This design comes from an exercise in tuning for small area and few clock cycles per item on the open sky130 flow, not from production work.
Only simulation tests tie the RTL to the original design; equivalence was not proved.

## flow/design.v (module list and top-level ports; edited modules follow where they fit)
// module fp_mult_pipe: 1055 lines
// module fp_mult_fa: 10 lines
// module fp_mult_ha: 9 lines
module fp_mult_pipe #(
  parameter int unsigned EXP_W = 8,
  parameter int unsigned MAN_W = 23,
  parameter int unsigned TAG_W = 4
) (
  input  logic                   clk,
  input  logic                   rstn,
  input  logic                   in_valid,
  output logic                   in_ready,
  input  logic [EXP_W+MAN_W:0]   a,
  input  logic [EXP_W+MAN_W:0]   b,
  input  logic [TAG_W-1:0]       in_tag,
  output logic                   out_valid,
  input  logic                   out_ready,
  output logic [EXP_W+MAN_W:0]   result,
  output logic [TAG_W-1:0]       out_tag,
  output logic [3:0]             flags
);
  // ...
==> flow/run.sh <==
#!/bin/bash
# synth_recipe.tcl (not shown) runs the flow's synth.tcl, then flattens the netlist and writes it again
# the make line also repeats each setting of config.mk as NAME=value (left out here)
make -C /OpenROAD-flow-scripts/flow DESIGN_CONFIG=/design/flow/config.mk WORK_HOME=/design/flow/orfs CLKGATE_MAP_FILE= SYNTH_SCRIPT=/design/flow/synth_recipe.tcl finish
==> flow/config.mk <==
export PLATFORM = sky130hd
export DESIGN_NAME = fp_mult_pipe
export DESIGN_NICKNAME = fp_mult_pipe
export VERILOG_FILES = /design/flow/design.v
export SDC_FILE = /design/flow/constraint.sdc
export NUM_CORES = 4
export LEC_CHECK = 0
export ABC_AREA = 1
export CAP_MARGIN = 20
export CORE_MARGIN = 2
export CORE_UTILIZATION = 40
export SLEW_MARGIN = 20
export SYNTH_HIERARCHICAL = 1
export SYNTH_MINIMUM_KEEP_SIZE = 0
==> flow/constraint.sdc <==
create_clock -name core_clock -period 7.0 [get_ports {clk}]
set_input_delay 1.4000 -clock core_clock [delete_from_list [all_inputs] [get_ports {clk}]]
set_output_delay 1.4000 -clock core_clock [all_outputs]
set_load 0.01 [all_outputs]
==> summary.txt, run 1 <==
Run status
  • Status: complete, no violations

Timing
  • Setup TNS: 0 ns

Yosys
  • Ranking of synthesized cells by area: fa_1 (30%), xor2_1 (15%), o22ai_1 (9.4%)
  • Post-synth top area share: 0.302
  • Main combinational cell family by area after synthesis: adder cells
  • Flops & latches, synth: 45
  • Syn avg cell area: 8.07 um^2
  • Synth Area in Compound Gates: 0.159

Finish
  • Top Registers: r_p x26, r_esum x9, r_tag x4
  • ANT cells: 0
  • Max FFs per register: 26
  • Share of cells above drive strength 1: 0.172

Floorplan
  • Die Span X: 214 um
  • Num rows: 76

Global route
  • First-pass GRT wire length: 96.2 mm
  • Grt peak-use layer: met2

Worst setup path
  • FF-to-FF Start: r_v
  • Worst path depth: 21
  • Worst-case reg-to-reg path depth: 2
  • Crit path DAT: 6.86 ns

CTS
  • # resized after CTS: 10

Placed design
  • Area after DPL: 21,000 um^2
Testbench counts, summed over its fixed seeds: cycles 16,008, items 16,000.
==> run 2, diff against run 1 <==
--- a/flow/design.v
+++ b/flow/design.v
@@ -977,18 +977,17 @@
   wire s45_639, c45_639;
   fp_mult_fa u_s45_639 (.a(s45_594), .b(pp11_23_344), .c(c44_593), .s(s45_639), .co(c45_639));
   wire s46_640, c46_640;
   fp_mult_fa u_s46_640 (.a(s46_595), .b(c45_594), .c(pp11_24_345), .s(s46_640), .co(c46_640));
   wire s47_641, c47_641;
   fp_mult_ha u_s47_641 (.a(1'b1), .b(c46_595), .s(s47_641), .co(c47_641));
   wire [47:0] px = {c46_640, c45_639, c44_638, c43_637, c42_636, c41_635, c40_634, c39_633, c38_632, c37_631, c36_630, c35_629, c34_628, c33_627, c32_626, c31_625, c30_624, c29_623, c28_622, c27_621, c26_620, c25_619, c24_618, c23_617, c22_616, c21_615, c20_614, c19_613, c18_612, c17_611, c16_610, c15_609, c14_608, c13_607, c12_606, c11_605, c10_604, c9_603, c8_602, c7_601, c6_600, c5_599, c4_598, c3_597, c2_596, s2_596, pp0_1_4, neg0_2};
   wire [47:0] py = {s47_641, s46_640, s45_639, s44_638, s43_637, s42_636, s41_635, s40_634, s39_633, s38_632, s37_631, s36_630, s35_629, s34_628, s33_627, s32_626, s31_625, s30_624, s29_623, s28_622, s27_621, s26_620, s25_619, s24_618, s23_617, s22_616, s21_615, s20_614, s19_613, s18_612, s17_611, s16_610, s15_609, s14_608, s13_607, s12_606, s11_605, s10_604, s9_603, s8_602, s7_601, s6_600, s5_599, s4_598, s3_597, pp1_0_32, 1'b0, pp0_0_3};
-  logic [47:0] prod;
-  assign prod = px + py;
+  wire [47:0] prod = px + py;
   logic [2:0] cls;
   always_comb begin
     if (nan)       cls = {1'b1, snan_a | snan_b, 1'b1};
     else if (ixz)  cls = 3'b111;
     else if (inf)  cls = 3'b110;
     else if (zero) cls = 3'b100;
     else           cls = 3'b000;
   end
@@ -1006,33 +1005,45 @@
       r_sign <= a[31] ^ b[31];
       r_cls  <= cls;
       r_esum <= {1'b0, ea} + {1'b0, eb};
       r_p    <= prod[47:22];
       r_st   <= |prod[21:0];
       r_tag  <= in_tag;
     end
   end
-  logic        hi, g, s, inc, carry, any;
-  logic [23:0] mant;
-  logic [24:0] sum;
+  logic        hi, g, s, any, inc, t1, carry;
+  logic [24:0] q;
+  logic [24:0] sq;      
+  logic [24:0] all1;    
   logic [22:0] frac;
+  logic [1:0]  k;       
   logic [9:0]  e;       
   logic        ovf, unf;
+  assign q     = r_p[25:1];
   assign hi    = r_p[25];
-  assign mant  = hi ? r_p[25:2] : r_p[24:1];
   assign g     = hi ? r_p[1] : r_p[0];
   assign s     = r_st | (hi & r_p[0]);
   assign any   = g | s;
-  assign inc   = g & (s | mant[0]);
-  assign sum   = {1'b0, mant} + 25'(inc);
-  assign carry = sum[24];
-  assign frac  = carry ? sum[23:1] : sum[22:0];
-  assign e     = {1'b0, r_esum} - 10'd127 + 10'(hi) + 10'(carry);
-  assign ovf   = ~e[9] & (e[8:0] >= 9'd255);
+  assign inc   = g & (s | (hi ? r_p[2] : r_p[1]));
+  assign t1    = inc & (hi | r_p[1]);
+  always_comb begin
+    all1[0] = 1'b1;
+    all1[1] = 1'b1;
+    for (int i = 2; i <= 24; i++) all1[i] = all1[i-1] & q[i-1];
+  end
+  assign sq[0] = q[0] ^ (inc & ~hi);
+  always_comb begin
+    for (int i = 1; i <= 24; i++) sq[i] = q[i] ^ (t1 & all1[i]);
+  end
+  assign carry = t1 & all1[24];
+  assign frac  = hi ? sq[23:1] : sq[22:0];
+  assign k     = {hi & carry, hi ^ carry};
+  assign e     = {1'b0, r_esum} + {8'b11100000, k + 2'd1};
+  assign ovf   = ~e[9] & (e[8] | (&e[7:0]));
   assign unf   = e[9] | (e == 10'd0);
   logic [31:0] res;
   logic [3:0]  flg;
   always_comb begin
     res = {r_sign, e[7:0], frac};
     flg = {3'b000, any};
     if (r_cls[0]) begin
       res = 32'h7FC00000;
==> flow/flow/run.sh (new file) <==
#!/bin/bash
# Standard ORFS layout, with plain buffers on the ports instead of the delay cell buffer_ports picks.
set -euo pipefail
bash standard.sh BUFFER_PORTS_ARGS="-buffer_cell sky130_fd_sc_hd__buf_2" finish > make.log 2>&1
==> flow/standard.sh (new file) <==
#!/bin/bash
# synth_recipe.tcl (not shown) runs the flow's synth.tcl, then flattens the netlist and writes it again
# the make line also repeats each setting of config.mk as NAME=value (left out here)
make -C /OpenROAD-flow-scripts/flow DESIGN_CONFIG=/design/flow/config.mk WORK_HOME=/design/flow/orfs CLKGATE_MAP_FILE= SYNTH_SCRIPT=/design/flow/synth_recipe.tcl "${@:-finish}"
==> flow/config.mk (replaced) <==
export PLATFORM = sky130hd
export DESIGN_NAME = fp_mult_pipe
export DESIGN_NICKNAME = fp_mult_pipe
export VERILOG_FILES = /design/flow/design.v
export SDC_FILE = /design/flow/constraint.sdc
export NUM_CORES = 4
export LEC_CHECK = 0
export ABC_AREA = 1
export CAP_MARGIN = 20
export CORE_MARGIN = 2
export CORE_UTILIZATION = 70
export CTS_BUF_LIST = sky130_fd_sc_hd__clkbuf_8
export GPL_TIMING_DRIVEN = 0
export PLACE_DENSITY = 0.8
export SETUP_SLACK_MARGIN = 0.05
export SLEW_MARGIN = 20
export SYNTH_HIERARCHICAL = 1
export SYNTH_MINIMUM_KEEP_SIZE = 0
removed: flow/run.sh
==> summary.txt, run 2 <==
Run status
  • Status: complete, but fails checks (was complete, no violations)
  • Fail Reasons: capacitance limit, slew limit, setup timing

Global route
  • Initial antenna violation count: 7 (was 2)
  • First-pass GRT wire length: 92.3 mm (was 96.2 mm)
  • Vias in the first global route: 16,817 (was 16,931)
  • GRT Resource Usage Total: 0.499 (was 0.275)
  • Pin count of the biggest net entering global routing: 30 (was 47)
  • Grt total ovfl: 0 (unchanged)

Yosys
  • Count of cell types in the netlist: 53 (was 47)
  • Flops & latches, synth: 45 (unchanged)
  • Syn avg cell area: 8.49 um^2 (was 8.07 um^2)
  • Cell area after synthesis: 16,600 um^2 (was 17,600 um^2)
  • Synth Instances: 1,958 (was 2,179)
  • Post-synth top area share: 0.319 (was 0.302)
  • Synth area leader: fa_1 (unchanged)
  • Post-synth ARST share: 0.0222 (unchanged)
  • Ranking of synthesized cells by area: fa_1 (32%), xor2_1 (16%), o22ai_1 (9.9%) (was fa_1 (30%), xor2_1 (15%), o22ai_1 (9.4%))
  • Top-count cell post-synth: xor2_1 (was nand2_1)
  • Sequential area share after synthesis: 0.0809 (was 0.0766)
  • Top post-synthesis cells by count: xor2_1 (305), fa_1 (265), o22ai_1 (264), nand2_1 (219), inv_1 (168) (was nand2_1 (327), xor2_1 (302), fa_1 (265), o22ai_1 (263), inv_1 (198))
  • Number of synthesized flops with an enable pin: 44 (unchanged)
  • Top_reg_cell synth: edfxtp_1 (unchanged)
  • Synth Warn #: 7 (unchanged)

Timing
  • Setup TNS: -19.21 ns (was 0 ns)
  • Final Hold Vio Count: 0 (unchanged)
  • Slew margin rel.: -0.293 (was 0.529)
  • Fin Hold WS: 0.825 ns (was 0.859 ns)
  • Unrepaired setup endpoints after global routing: true
  • Final Setup Violations: 35 (was 0)
  • Pins Over Slew Limit: 3 (was 0)
  • Worst slew pin tran: 1.92 ns (was 0.703 ns)
  • Clock skew: 0.0114 ns (was 0.00306 ns)
  • Minimum clock period: 7.79 ns (was 6.83 ns)
  • Fmax: 128 MHz (was 146 MHz)
  • Setup ws final: -0.792 ns (was 0.174 ns)
  • Tcrit/Tclk final: 1.11 (was 0.975)

CTS
  • CTS Buffer Depth: 2 (unchanged)
  • Clk sink count: 45 (unchanged)
  • Num CTS Buffers: 5 (unchanged)
  • Worst-path clk slew: 0.10 ns (was 0.06 ns)
  • Htree depth: 2 (unchanged)
  • Root Driver: clkbuf_8 (was clkbuf_16)
  • TritonCTS clock tree: done (unchanged)
  • Worst-skew pair later-pin latency: 0.33 ns (was 0.29 ns)

Drt
  • Vias per inst: 7.24 (was 5.53)
  • Via count: 17,626 (was 16,783)
  • WL per Instance: 27.9 um (was 20.6 um)
  • DRC Markers: 0 (unchanged)
  • Antenna Violating Nets Remaining: 0 (unchanged)
  • Final WL: 67.9 mm (was 62.4 mm)
  • DRT iter0 DRCs: 3,003 (was 1,468)
  • Pre-antenna DRT Iters: 13 (was 5)

Placed design
  • Port Buffers: 113 (unchanged)
  • Pre-CTS setup slack: -1.22 ns (was -0.547 ns)
  • Placer's final routability congestion estimate: 1.09 (was 0.988)
  • Post-Place Cells: 2,402 (was 3,014)
  • DP HPWL: 48.8 mm (was 52.1 mm)

Floorplan
  • # IOs: 114 (unchanged)
  • Initial Util: 0.711 (was 0.406)
  • Num rows: 56 (was 76)
  • Die Span X: 158 um (was 214 um)
  • Core area: 23,400 um^2 (was 43,300 um^2)
  • Die area: 25,000 um^2 (was 45,600 um^2)
  • Die Y: 158 um (was 214 um)

Finish
  • Share of cells above drive strength 1: 0.170 (was 0.172)
  • Layout Area Growth over Synthesis: 12.2% (was 23.7%)
  • Register Area: 1350 um^2 (unchanged)
  • Max FFs per register: 26 (unchanged)
  • Fill count: 1,509 (was 4,195)
  • Post-Layout Cell Count: 2,435 (was 3,033)
  • Commonest cells after routing, fill and taps aside: xor2_1 (301), o22ai_1 (263), fa_1 (254) (was nand2_1 (317), xor2_1 (299), o22ai_1 (260))
  • Most flops, register: r_p (unchanged)
  • Top Registers: r_p x26, r_esum x9, r_tag x4 (unchanged)
  • Area of the multi-input gates: 14,600 um^2 (was 15,300 um^2)
  • Final Net Count: 2,539 (was 2,879)
  • Most common cell after layout, fill and taps aside: xor2_1 (was nand2_1)

Worst setup path
  • Worst Path Max Fanout: 10 (was 8)
  • Worst Setup End Kind: primary output (was register)
  • Cell mode on critical path: nor2_4 (was fa_1)
  • Worst path required time: 5.60 ns (was 7.03 ns)
  • Slowest library cell on the worst path: ha_1 (was fa_1)
  • Crit path DAT: 6.39 ns (was 6.86 ns)
  • CP peak stage delay: 0.46 ns (was 0.52 ns)
  • Setup Crit Path Kind: register to primary output (was input pin to register)
  • CP bufs+invs: 9 (was 4)
  • Setup crit start kind: register (was input pin)
  • Crit path max-delay family: simple AND/OR/NAND/NOR gates (was adder cells)

Run
  • Max cap viols: 1 (was 0)

Worst hold path
  • HP Class: input pin to async pin (was register to register)
[run 2: cell types whose count changed in the layout (fill, tap and decap cells not counted), moves of 15 or more]
| cell | before | now |
|---|---|---|
| dlymetal6s2s_1 | 21 | 0 |
| buf_1 | 0 | 15 |
| buf_4 | 253 | 30 |
| buf_2 | 5 | 115 |
| clkbuf_1 | 0 | 52 |
| nand3_1 | 54 | 35 |
| clkbuf_2 | 0 | 29 |
| nor2_1 | 143 | 103 |
| nand2_1 | 317 | 199 |
| clkdlybuf4s50_1 | 86 | 0 |
| nor3_1 | 23 | 8 |
| inv_1 | 198 | 163 |
[run 2: path summary, 6_finish.rpt]
check                         from        end  slack [ns]  cells past startpoint
max reg2reg                    r_v   r_tag[2]        5.43                      2
min reg2reg                    r_v        r_v        1.16                      2
min in group core_clock        r_v        r_v        1.16                      2
max                        r_p[25]  result[8]       -0.79                     39
min                           rstn        r_v        0.83                      1
max in group asynchronous     rstn        r_v        6.09                      1
[run 2: per-stage QoR]
stage / util / area [um^2]
2_1_floorplan: - / 16700
3_3_place_gp: 0.754 / 17600
3_5_place_dp: 0.755 / 17700
4_1_cts: 0.766 / 17900
5_1_grt: 0.797 / 18700
6_report: 0.798 / 18700
[run 2: routing by layer]
metal	wire, um	vias up	GRT usage
met4	5770	6	0.304
li1	-	6945	-
met5	69	-	0.0124
met3	11400	618	0.217
met1	22200	8138	0.576
met2	28500	1919	0.769
[run 2: cell type report]
class / count / share of cell area
tap: 319 / 0.0214
clock inverter: 3 / 0.00228
buffer: 130 / 0.0365
antenna: 6 / 0.000804
sequential: 45 / 0.0721
inverter: 191 / 0.0391
multi-input combinational: 1598 / 0.782
clock buffer: 5 / 0.00369
timing repair buffer: 138 / 0.0424
[run 2: logic make-up after synthesis]
kind of cell	after synthesis	share of synthesized area
compound gates	468	0.170
xor+xnor	320	0.169
fa+ha+maj	358	0.389
buf+inv	326	0.0745
flops	45	0.0809
other cells	1	0.000225
simple gates	440	0.117
[run 2: timing repair]
| item | in CTS | in global routing |
|---|---|---|
| pin swaps | 3 | 40 |
| setup buffers | 1 | 22 |
| resized for setup | 70 | 196 |
| endpoints found under the setup margin | 53 | 57 |
| gates cloned | 0 | 1 |
| hold buffers | 0 | 0 |
[run 2: Yosys stat by module (local to each module, per instance)]
module        area, um^2  flops+latches  times used
fp_mult_fa          20.0              0         263
fp_mult_ha          12.5              0          33
fp_mult_pipe       11000             45           1
[run 2: worst reg2reg max path: cells and delay by family, from the launching register on]
family | cells | cell delay [ns]
buf+inv | 1 | 0.27
flops | 1 | 0.42
simple gates | 1 | 0.58
Testbench counts of run 2, summed over its fixed seeds: cycles 16,008, items 16,000.
==> run 3, diff against run 2 <==
--- a/flow/config.mk
+++ b/flow/config.mk
@@ -8,10 +8,8 @@
 export ABC_AREA = 1
 export CAP_MARGIN = 20
 export CORE_MARGIN = 2
-export CORE_UTILIZATION = 70
-export CTS_BUF_LIST = sky130_fd_sc_hd__clkbuf_8
+export CORE_UTILIZATION = 40
 export GPL_TIMING_DRIVEN = 0
-export PLACE_DENSITY = 0.8
 export SETUP_SLACK_MARGIN = 0.05
 export SLEW_MARGIN = 20
 export SYNTH_HIERARCHICAL = 1
==> summary.txt, run 3 <==
Drt
  • WL per Instance: 23.2 um (was 27.9 um)
  • Final WL: 61.0 mm (was 67.9 mm)
  • Antenna Violating Nets Remaining: 0 (unchanged)
  • Via count: 15,394 (was 17,626)
  • Vias per inst: 5.85 (was 7.24)
  • DRC Markers: 0 (unchanged)
  • Pre-antenna DRT Iters: 6 (was 13)
  • DRT iter0 DRCs: 1,559 (was 3,003)

Worst setup path
  • Worst Path Max Fanout: 11 (was 10)
  • Worst path required time: 7.03 ns (was 5.60 ns)
  • Worst Setup End Kind: register (was primary output)
  • Setup Crit Path Kind: input pin to register (was register to primary output)
  • Minimum setup slack among reg-to-reg paths: 5.71 ns (was 5.43 ns)
  • Setup crit start kind: input pin (was register)
  • Crit path DAT: 6.80 ns (was 6.39 ns)

Timing
  • Worst slew pin tran: 1.11 ns (was 1.92 ns)
  • Fmax: 148 MHz (was 128 MHz)
  • Minimum clock period: 6.77 ns (was 7.79 ns)
  • Final Setup Violations: 0 (was 35)
  • Clock skew: 0.00548 ns (was 0.0114 ns)
  • Unrepaired setup endpoints after global routing: true (unchanged)
  • Slew margin rel.: 0.252 (was -0.293)
  • Setup TNS: 0 ns (was -19.21 ns)
  • Tcrit/Tclk final: 0.967 (was 1.11)
  • Fin Hold WS: 0.796 ns (was 0.825 ns)
  • Final Hold Vio Count: 0 (unchanged)
  • Pins Over Slew Limit: 0 (was 3)

CTS
  • TritonCTS clock tree: done (unchanged)
  • Htree depth: 2 (unchanged)
  • Clk sink count: 45 (unchanged)
  • CTS Buffer Depth: 2 (unchanged)
  • Hold_buf cts: 0 (unchanged)
  • Root Driver: clkbuf_16 (was clkbuf_8)
  • Num CTS Buffers: 5 (unchanged)
  • Worst-skew pair later-pin latency: 0.29 ns (was 0.33 ns)
  • Worst-path clk slew: 0.07 ns (was 0.10 ns)

Finish
  • Commonest cells after routing, fill and taps aside: xor2_1 (305), o22ai_1 (263), fa_1 (254) (was xor2_1 (301), o22ai_1 (263), fa_1 (254))
  • Fill count: 4,043 (was 1,509)
  • Most common cell after layout, fill and taps aside: xor2_1 (unchanged)
  • Most flops, register: r_p (unchanged)
  • Fin util: 0.456 (was 0.798)
  • Final Net Count: 2,528 (was 2,539)
  • Layout Area Growth over Synthesis: 12.3% (was 12.2%)
  • Share of cells above drive strength 1: 0.164 (was 0.170)
  • Top Registers: r_p x26, r_esum x9, r_tag x4 (unchanged)
  • Max FFs per register: 26 (unchanged)
  • Post-Layout Cell Count: 2,632 (was 2,435)

Yosys
  • Post-Synth Simple-Gate Area: 0.117 (unchanged)
  • Top post-synthesis cells by count: xor2_1 (305), fa_1 (265), o22ai_1 (264), nand2_1 (219), inv_1 (168) (unchanged)
  • Top_reg_cell synth: edfxtp_1 (unchanged)
  • Main combinational cell family by area after synthesis: adder cells (unchanged)
  • Synth Warn #: 7 (unchanged)
  • Post-synth top area share: 0.319 (unchanged)
  • Synth Area in Compound Gates: 0.170 (unchanged)
  • Post-synthesis mux area share: 0 (unchanged)
  • Post-synth ARST share: 0.0222 (unchanged)
  • Number of synthesized flops with an enable pin: 44 (unchanged)
  • Synth Instances: 1,958 (unchanged)
  • XOR/XNOR share of the synthesized area: 0.169 (unchanged)
  • Count of cell types in the netlist: 53 (unchanged)
  • Cell area after synthesis: 16,600 um^2 (unchanged)
  • Ranking of synthesized cells by area: fa_1 (32%), xor2_1 (16%), o22ai_1 (9.9%) (unchanged)
  • Top-count cell post-synth: xor2_1 (unchanged)
  • Flops & latches, synth: 45 (unchanged)
  • Sequential area share after synthesis: 0.0809 (unchanged)
  • Synth area leader: fa_1 (unchanged)
  • Syn avg cell area: 8.49 um^2 (unchanged)
  • Adder-cell area share of the yosys netlist: 0.389 (unchanged)

Floorplan
  • Die Span X: 208 um (was 158 um)
  • Die area: 43,200 um^2 (was 25,000 um^2)
  • Die Y: 208 um (was 158 um)
  • Num rows: 74 (was 56)
  • # IOs: 114 (unchanged)
  • Core area: 40,900 um^2 (was 23,400 um^2)
  • Initial Util: 0.406 (was 0.711)

Global route
  • Initial antenna violation count: 0 (was 7)
  • GRT Resource Usage Total: 0.276 (was 0.499)
  • Grt total ovfl: 0 (unchanged)
  • First-pass GRT wire length: 92.6 mm (was 92.3 mm)
  • Pin count of the biggest net entering global routing: 32 (was 30)
  • Vias in the first global route: 15,482 (was 16,817)

Placed design
  • DP HPWL: 50.6 mm (was 48.8 mm)
  • Port Buffers: 113 (unchanged)
  • Placer's final routability congestion estimate: 1.02 (was 1.09)
  • Post-Place Cells: 2,615 (was 2,402)

Run status
  • Status: complete, no violations (was complete, but fails checks)

Worst hold path
  • HP Class: register to register (was input pin to async pin)

Run
  • Max cap viols: 0 (was 1)
==> run 3: cell types whose count changed in the layout (fill, tap and decap cells not counted), sizes merged <==
cell,delta
clkbuf,-13
diode,-5
buf,+2
clkinvlp,+2
bufinv,-1
clkinv,-1
==> run 3: kinds of logic (layout without fill, tap and decap cells) <==
kind of cell	Yosys count	count (layout)
AO/OA/AOI/OAI	468	468
AND/OR/NAND/NOR	440	440
adder cells (fa/ha/maj)	358	358
buffers and inverters	326	456
XOR/XNOR	320	320
flip-flops	45	45
other	1	13
==> run 3: final timing paths <==
path / startpoint / endpoint / depth (start not counted)
setup / recovery: b[3] / r_p[20] / 24
hold / removal: r_v / r_v / 2
setup reg to reg: r_v / r_cls[2] / 2
hold reg to reg: r_v / r_v / 2
max in group asynchronous: rstn / r_v / 1
min in group asynchronous: rstn / r_v / 1
==> run 3: routing by layer <==
metal | vias up | global-route usage | wire length (um)
li1 | 6898 | - | -
met1 | 7528 | 0.377 | 25500
met2 | 842 | 0.444 | 27600
met3 | 126 | 0.0506 | 5930
met4 | 0 | 0.0880 | 2010
met5 | - | 0 | 0
==> run 3: worst max-delay path: stages <==
cell      delay, ns
buf_4          0.22
nor2_1         0.09
inv_2          0.11
nand2_1        0.10
nand2_2        0.18
buf_4          0.22
o22ai_1        0.09
xor2_1         0.17
fa_1           0.59
fa_1           0.46
fa_2           0.40
fa_1           0.51
fa_1           0.42
ha_2           0.42
nand2_2        0.12
nor2_2         0.14
inv_1          0.05
nor2_1         0.12
and3_1         0.17
a21oi_2        0.11
o21a_1         0.23
o21bai_2       0.19
a31oi_1        0.14
xnor2_1        0.16
==> run 3: per-stage QoR <==
stage / worst slack, ns / area (um^2)
after detailed placement: -1.41 / 17900
after global routing: -0.0688 / 18700
after floorplan: 0.258 / 16700
final: 0.230 / 18700
after global placement: -1.41 / 17900
after CTS: 0.0492 / 18200
==> run 3: layout make-up <==
class	instances	area, um^2	share of cell area
clock inverters	3	25.0	0.00134
flip-flops and latches	45	1350	0.0721
multi-input cells	1598	14400	0.769
plain buffers	132	722	0.0386
well taps	532	666	0.0356
clock buffers	5	125	0.00670
diodes	1	2.50	0.000134
inverters	191	733	0.0392
repair buffers	125	688	0.0368
==> run 3: what timing repair did <==
action                     4_1_cts  5_1_grt
pin swaps                        0       21
setup endpoints to repair       27       48
buffers inserted                 0       10
gates resized for setup         87      171
gates cloned                     0        1
==> run 3: modules after synthesis (local to each module, per instance) <==
module        cells inside  copies in the design
fp_mult_fa               1                   263
fp_mult_ha               1                    33
fp_mult_pipe          1662                     1
==> run 4, diff against run 3 <==
==> flow/flow/run.sh (replaced) <==
#!/bin/bash
# Standard ORFS layout, with plain buffers on the ports instead of the delay cell buffer_ports picks.
set -euo pipefail
bash standard.sh BUFFER_PORTS_ARGS="-buffer_cell sky130_fd_sc_hd__buf_1" finish > make.log 2>&1
==> summary.txt, run 4 <==
Global route
  • GRT Resource Usage Total: 0.279 (was 0.276)
  • Pin count of the biggest net entering global routing: 32 (unchanged)
  • Vias in the first global route: 15,560 (was 15,482)
  • Initial antenna violation count: 0 (unchanged)
  • Grt total ovfl: 0 (unchanged)
  • First-pass GRT wire length: 92.9 mm (was 92.6 mm)

Yosys
  • Synth area leader: fa_1 (unchanged)
  • Synth Warn #: 7 (unchanged)
  • Cell area after synthesis: 16,600 um^2 (unchanged)
  • Post-synth ARST share: 0.0222 (unchanged)
  • Post-synth top area share: 0.319 (unchanged)
  • Top post-synthesis cells by count: xor2_1 (305), fa_1 (265), o22ai_1 (264), nand2_1 (219), inv_1 (168) (unchanged)
  • Sequential area share after synthesis: 0.0809 (unchanged)
  • Top_reg_cell synth: edfxtp_1 (unchanged)
  • Flops & latches, synth: 45 (unchanged)
  • Top-count cell post-synth: xor2_1 (unchanged)
  • Count of cell types in the netlist: 53 (unchanged)
  • Synth Instances: 1,958 (unchanged)
  • Ranking of synthesized cells by area: fa_1 (32%), xor2_1 (16%), o22ai_1 (9.9%) (unchanged)
  • Number of synthesized flops with an enable pin: 44 (unchanged)
  • Syn avg cell area: 8.49 um^2 (unchanged)

Finish
  • Layout Area Growth over Synthesis: 13.3% (was 12.3%)
  • Final Instance Area: 18,800 um^2 (was 18,700 um^2)
  • ANT cells: 0 (was 1)
  • Commonest cells after routing, fill and taps aside: xor2_1 (303), o22ai_1 (257), fa_1 (251) (was xor2_1 (305), o22ai_1 (263), fa_1 (254))
  • Most flops, register: r_p (unchanged)
  • Most common cell after layout, fill and taps aside: xor2_1 (unchanged)
  • Final Net Count: 2,543 (was 2,528)
  • Share of cells above drive strength 1: 0.132 (was 0.164)
  • Max FFs per register: 26 (unchanged)
  • Top Registers: r_p x26, r_esum x9, r_tag x4 (unchanged)
  • Fin util: 0.460 (was 0.456)

Timing
  • Final Hold Vio Count: 0 (unchanged)
  • Worst slew pin tran: 1.23 ns (was 1.11 ns)
  • Pins Over Slew Limit: 0 (unchanged)
  • Tcrit/Tclk final: 0.973 (was 0.967)
  • Minimum clock period: 6.81 ns (was 6.77 ns)
  • Final Setup Violations: 0 (unchanged)
  • Setup TNS: 0 ns (unchanged)
  • Slew margin rel.: 0.174 (was 0.252)
  • Clock skew: 0.00744 ns (was 0.00548 ns)
  • Fmax: 147 MHz (was 148 MHz)

CTS
  • CTS Buffer Depth: 2 (unchanged)
  • TritonCTS clock tree: done (unchanged)
  • Worst-path clk slew: 0.07 ns (about the same)
  • Num CTS Buffers: 5 (unchanged)
  • Root Driver: clkbuf_16 (unchanged)
  • Worst-skew pair later-pin latency: 0.29 ns (about the same)
  • Clk sink count: 45 (unchanged)
  • Htree depth: 2 (unchanged)
  • Hold_buf cts: 0 (unchanged)

Floorplan
  • Die Y: 208 um (unchanged)
  • Core area: 40,900 um^2 (unchanged)
  • Num rows: 74 (unchanged)
  • Die Span X: 208 um (unchanged)
  • Initial Util: 0.406 (unchanged)
  • Die area: 43,200 um^2 (unchanged)
  • # IOs: 114 (unchanged)

Run
  • Max cap viols: 0 (unchanged)

Drt
  • DRT iter0 DRCs: 1,482 (was 1,559)
  • Pre-antenna DRT Iters: 6 (unchanged)
  • Antenna Violating Nets Remaining: 0 (unchanged)
  • Final WL: 62.1 mm (was 61.0 mm)
  • WL per Instance: 23.5 um (was 23.2 um)
  • Via count: 15,519 (was 15,394)
  • Vias per inst: 5.87 (was 5.85)
  • DRC Markers: 0 (unchanged)

Worst setup path
  • Worst path required time: 7.04 ns (was 7.03 ns)
  • Setup crit start kind: input pin (unchanged)
  • Worst Setup End Kind: register (unchanged)
  • Minimum setup slack among reg-to-reg paths: 5.69 ns (was 5.71 ns)
  • Setup Crit Path Kind: input pin to register (unchanged)
  • Worst Path Max Fanout: 10 (was 11)
  • Crit path DAT: 6.85 ns (was 6.80 ns)

Placed design
  • DP HPWL: 50.9 mm (was 50.6 mm)
  • Port Buffers: 113 (unchanged)
  • Placer's final routability congestion estimate: 1.01 (was 1.02)
  • Area after DPL: 17,800 um^2 (was 17,900 um^2)

Run status
  • Status: complete, no violations (unchanged)

Worst hold path
  • HP Class: register to register (unchanged)
## run 4: stage by stage
stage                     hold WS, ns  cells  worst slack, ns
after floorplan                  1.10   1969            0.258
after global placement           1.16   2614            -1.34
after detailed placement        0.813   2615            -1.34
after CTS                       0.830   2625           0.0173
after global routing            0.855   2646          -0.0190
final                           0.807   2646            0.189
## run 4: cell families after synthesis
family,Yosys count,synth area share
fa+ha+maj,358,0.389
xor+xnor,320,0.169
other cells,1,0.000225
flops,45,0.0809
simple gates,440,0.117
buf+inv,326,0.0745
compound gates,468,0.170
## run 4: layout make-up
cell class / instances / area (um^2)
Multi-Input combinational cell: 1598 / 14500
Fill cell: 4116 / 22100
Clock inverter: 3 / 68.8
Sequential cell: 45 / 1350
Timing Repair Buffer: 137 / 642
Inverter: 191 / 729
Clock buffer: 5 / 125
Buffer: 135 / 817
Tap cell: 532 / 666
## run 4: final timing paths
check	startpoint	endpoint	cells past startpoint
max in group asynchronous	rstn	r_v	1
min in group asynchronous	rstn	r_v	1
worst max-delay path	b[7]	r_p[20]	25
worst max register to register	r_v	r_cls[2]	2
worst min-delay path	r_v	r_v	2
worst min register to register	r_v	r_v	2
## run 4: timing repair
item / CTS / global route
buffers inserted: 2 / 21
resized for setup: 98 / 213
pin swaps: 0 / 30
setup endpoints to repair: 27 / 53
## run 4: per-module statistics from Yosys (local to each module, per instance)
module	flops+latches	area (um^2)	cells inside
fp_mult_pipe	45	11000	1662
fp_mult_fa	0	20.0	1
fp_mult_ha	0	12.5	1
## run 4: per-layer routing
| layer | routed length [um] | vias up | track usage |
|---|---|---|---|
| met5 | 0 | - | 0 |
| met4 | 2470 | 0 | 0.0951 |
| met3 | 6000 | 168 | 0.0534 |
| met2 | 27800 | 898 | 0.447 |
| met1 | 25800 | 7521 | 0.378 |
| li1 | - | 6932 | - |
## run 4: critical path, stage by stage
cell	delay, ns
buf_2	0.14
clkbuf_8	0.19
nor2_2	0.13
inv_2	0.08
nand2_2	0.09
nand2_4	0.08
buf_4	0.18
o22ai_2	0.11
xor2_1	0.21
fa_1	0.50
fa_1	0.52
fa_2	0.45
fa_1	0.47
fa_1	0.51
ha_4	0.32
nand2_2	0.10
nor2_2	0.14
inv_1	0.05
nor2_1	0.12
and3_1	0.21
a21oi_4	0.10
o21a_1	0.22
o21bai_2	0.20
a31oi_2	0.13
xnor2_1	0.16

==> static timing again, ports no longer ideal <==
In the flow no input, the clock included, has a driving cell. The finished layouts below were timed again as built, in two steps. Step 1 assumes that a clkbuf_16 drives the clock port and a buf_2 every other input. Step 2 moves the port delays by t, midway between the first and last clock arrival at a register: inputs arrive t later, outputs are due t later. That takes back most of the time a late clock gives input paths. a / b / c = ideal ports / drivers / drivers and shift; a / b = the first two.
| run | shift t [ns] | setup WS [ns] | clock arrival spread, ns |
|---|---|---|---|
| run 1 | 0.324 | 0.174 / 0.185 / -0.139 | 0.004 / 0.004 |
| run 2 | 0.361 | -0.792 / -0.831 / -0.470 | 0.012 / 0.012 |
| run 3 | 0.318 | 0.230 / 0.198 / -0.120 | 0.008 / 0.008 |
| run 4 | 0.319 | 0.189 / 0.179 / -0.140 | 0.008 / 0.009 |
With both steps, setup timing fails in run 1, run 3 and run 4, where it was met with ideal ports. The setup slack of run 3, which loses most, moves by -0.032 ns with the drivers and by -0.350 ns with both steps.
